Background: an optimization exercise with open tools, aiming at small area. Do not read the settings as production practice. Function was checked by simulation only, so behaviour that the tests miss may differ from the original. No activity file was given, so power comes from the tool's default toggle rates.

Design id_stage, start of the top module:
module id_stage (
	input  logic                          clock,
	input  logic                          rst_n,
	input  logic                          req,
	output logic                          ack,
	input  logic [31:0]                   inst,
	input  logic [31:0]                   ex_inst,
	input  logic [4:0]                    ex_dest,
	input  logic [31:0]                   mem_inst,
	input  logic [4:0]                    mem_dest,
	input  logic                          wb_en,
	input  logic [4:0]                    wb_idx,
	input  logic [31:0]                   wb_data,
	output logic [1:0]                    opa_sel,
	output logic [2:0]                    opb_sel,
	output logic [3:0]                    alu_func,
	output logic [4:0]                    dest_idx,
	output logic                          rd_mem,
	output logic                          wr_mem,
	output logic                          cond_branch,
	output logic                          uncond_branch,
	output logic                          halt,
	output logic                          illegal,
	output logic                          valid,
	output logic [31:0]                   rs1_value,
  ...
For scale: ~270 I/O pins.
Settings: LEC_CHECK=0, CAP_MARGIN=20, CORE_MARGIN=2, CORE_UTILIZATION=40, SLEW_MARGIN=20, SYNTH_HIERARCHICAL=1; clock period 5.0 ns.
standard.sh (not shown) runs the stock make flow with config.mk's settings and CLKGATE_MAP_FILE= SYNTH_SCRIPT=/design/flow/synth_recipe.tcl, a recipe that flattens the netlist after the stock synthesis.
==> flow/flow/run.sh <==
#!/bin/bash
# The standard layout (standard synthesis, floorplan, power grid,
# placement, CTS, routing) with these knobs changed:
#  - ports are buffered with the smallest buffer instead of a delay cell
#  - CTS does not add dummy loads and clusters up to 24 sinks within
#    80 um per leaf buffer
#  - timing-driven global placement keeps the resizer's changes only once
#    placement has spread out (overflow below 0.3), not from its first,
#    still-clumped pass
# make's full output goes to flow_make.log; each ORFS step keeps its own
# log under orfs/logs/.
set -euo pipefail
cd "$(dirname "${BASH_SOURCE[0]}")/.."
bash standard.sh \
	"BUFFER_PORTS_ARGS=-buffer_cell sky130_fd_sc_hd__buf_1" \
	"GPL_KEEP_OVERFLOW=0.3" \
	"CTS_ARGS=-sink_clustering_enable -repair_clock_nets -dont_use_dummy_load -sink_clustering_size 24 -sink_clustering_max_diameter 80" \
	finish > flow_make.log 2>&1
Next try:
--- a/flow/flow/run.sh
+++ b/flow/flow/run.sh
@@ -7,3 +6,0 @@
-#  - timing-driven global placement keeps the resizer's changes only once
-#    placement has spread out (overflow below 0.3), not from its first,
-#    still-clumped pass
@@ -16 +12,0 @@
-	"GPL_KEEP_OVERFLOW=0.3" \
=>
- The new run went through all stages and came out clean
- via count is about the same
- fmax is lower by 1.8%
- setup slack degrades by 90 ps
Next try:
--- a/flow/flow/run.sh
+++ b/flow/flow/run.sh
@@ -5,2 +5,5 @@
-#  - CTS does not add dummy loads and clusters up to 24 sinks within
-#    80 um per leaf buffer
+#  - CTS does not add dummy loads and clusters up to 28 sinks within
+#    90 um per leaf buffer
+#  - timing-driven global placement keeps the resizer's changes only once
+#    placement has spread out (overflow below 0.3), not from its first,
+#    still-clumped pass
@@ -13 +16,2 @@
-	"CTS_ARGS=-sink_clustering_enable -repair_clock_nets -dont_use_dummy_load -sink_clustering_size 24 -sink_clustering_max_diameter 80" \
+	"GPL_KEEP_OVERFLOW=0.3" \
+	"CTS_ARGS=-sink_clustering_enable -repair_clock_nets -dont_use_dummy_load -sink_clustering_size 28 -sink_clustering_max_diameter 90" \
=> Via count hardly moves. Cell area is lower by 1.4%. Utilization went down by 0.65 points. Clock power came out lower by 5.2%. Non-clock buffer count is lower by 110. Clock-buffer cell count came out lower by 6. Synthesized area stays the same.

Setup of 07-28:
id_stage, a different RTL version from the one above (not shown whole).
Size: ~3,400 cells after synthesis, ~270 I/O pins.
Settings: LEC_CHECK=0, CAP_MARGIN=20, CORE_MARGIN=2, CORE_UTILIZATION=55, SLEW_MARGIN=20, SYNTH_HIERARCHICAL=1; clock period 5.0 ns.
==> flow/flow/run.sh <==
#!/bin/bash
# The standard layout (standard synthesis, floorplan, power grid,
# placement, CTS, routing) with two knobs changed:
#  - ports are buffered with the smallest buffer instead of a delay cell
#  - CTS does not add dummy loads
# make's full output goes to flow_make.log; each ORFS step keeps its own
# log under orfs/logs/.
set -euo pipefail
cd "$(dirname "${BASH_SOURCE[0]}")/.."
bash standard.sh \
	"BUFFER_PORTS_ARGS=-buffer_cell sky130_fd_sc_hd__buf_1" \
	"CTS_ARGS=-sink_clustering_enable -repair_clock_nets -dont_use_dummy_load" \
	finish > flow_make.log 2>&1
Finished, but not clean: 07-28, with setup timing.
Edits applied to the flow inputs when going from 07-28 to 02-20:
- CORE_UTILIZATION changed from 55 to 40
==> comparison <==
- 02-20: full flow OK, the timing, design-rule and antenna checks passed
- Leakage power for 02-20: about 1% up relative to 07-28
- Relative to 07-28, the total power of 02-20 is higher by 160 uW.
- Compared with 07-28, 02-20 shows a higher routed wire length.
- Met1 track utilization from global routing delta for 02-20 relative to 07-28: 12 points lower
- 02-20 against 07-28: hold slack has remained practically unchanged; number of global-route vias before repair has decreased.

Another version of the RTL of id_stage (not shown whole).
Size in the first run: about 3,400 cells after synthesis, ~40,000 um^2 of cells after synthesis.
Settings: LEC_CHECK=0, CAP_MARGIN=20, CORE_MARGIN=2, CORE_UTILIZATION=40, SETUP_SLACK_MARGIN=0.15, SLEW_MARGIN=20, SYNTH_HIERARCHICAL=1; clock period 5.0 ns.
==> flow/flow/run.sh <==
#!/bin/bash
# The standard layout (standard synthesis, floorplan, power grid,
# placement, CTS, routing) with these knobs changed:
#  - ports are buffered with the smallest buffer instead of a delay cell
#  - CTS does not add dummy loads and clusters up to 24 sinks within
#    80 um per leaf buffer
# make's full output goes to flow_make.log; each ORFS step keeps its own
# log under orfs/logs/.
set -euo pipefail
cd "$(dirname "${BASH_SOURCE[0]}")/.."
bash standard.sh \
	"BUFFER_PORTS_ARGS=-buffer_cell sky130_fd_sc_hd__buf_1" \
	"CTS_ARGS=-sink_clustering_enable -repair_clock_nets -dont_use_dummy_load -sink_clustering_size 24 -sink_clustering_max_diameter 80" \
	finish > flow_make.log 2>&1
The baseline ran to the end with no violations.
Next try:
SETUP_SLACK_MARGIN = default   (was 0.15)
Effect: With this change the flow completed and failed the layout checks on setup timing; total power hardly moves; combinational power stays flat; clock-buffer cell count does not change; first-iteration DRC count rises by about 2.6%; register-to-register slack barely changes; global-route usage is about the same.

## port drivers added, routing unchanged
Ports are ideal in the flow. The routed layouts listed here were re-timed in OpenROAD. Step 1 (the two cells are an assumption about what drives the block):
set clk [get_ports {clock}]
set_driving_cell -lib_cell sky130_fd_sc_hd__clkbuf_16 $clk
set_driving_cell -lib_cell sky130_fd_sc_hd__buf_2 [delete_from_list [all_inputs] $clk]
Step 2 moves the port delays by t, midway between the first and last clock arrival at a register: inputs arrive t later, outputs are due t later. That takes back most of the time a late clock gives input paths. a / b / c = ideal / step 1 / step 2; a / b = the first two.
| run | shift t [ns] | setup WS [ns] | slew at the worst register clock pin (ns) |
|---|---|---|---|
| the first run of note 1 | 0.722 | 0.216 / 0.147 / 0.868 | 0.10 / 0.10 |
| the second run of note 1 | 0.717 | 0.127 / 0.059 / 0.776 | 0.10 / 0.10 |
| the third run of note 1 | 0.705 | 0.255 / 0.187 / 0.892 | 0.12 / 0.12 |
| 07-28 | 0.732 | -0.111 / -0.188 / 0.544 | 0.07 / 0.07 |
| 02-20 | 0.756 | 0.012 / -0.058 / 0.698 | 0.06 / 0.06 |
| the first run of note 3 | 0.728 | 0.150 / 0.081 / 0.809 | 0.10 / 0.10 |
| the second run of note 3 | 0.722 | -0.055 / -0.125 / 0.597 | 0.10 / 0.10 |
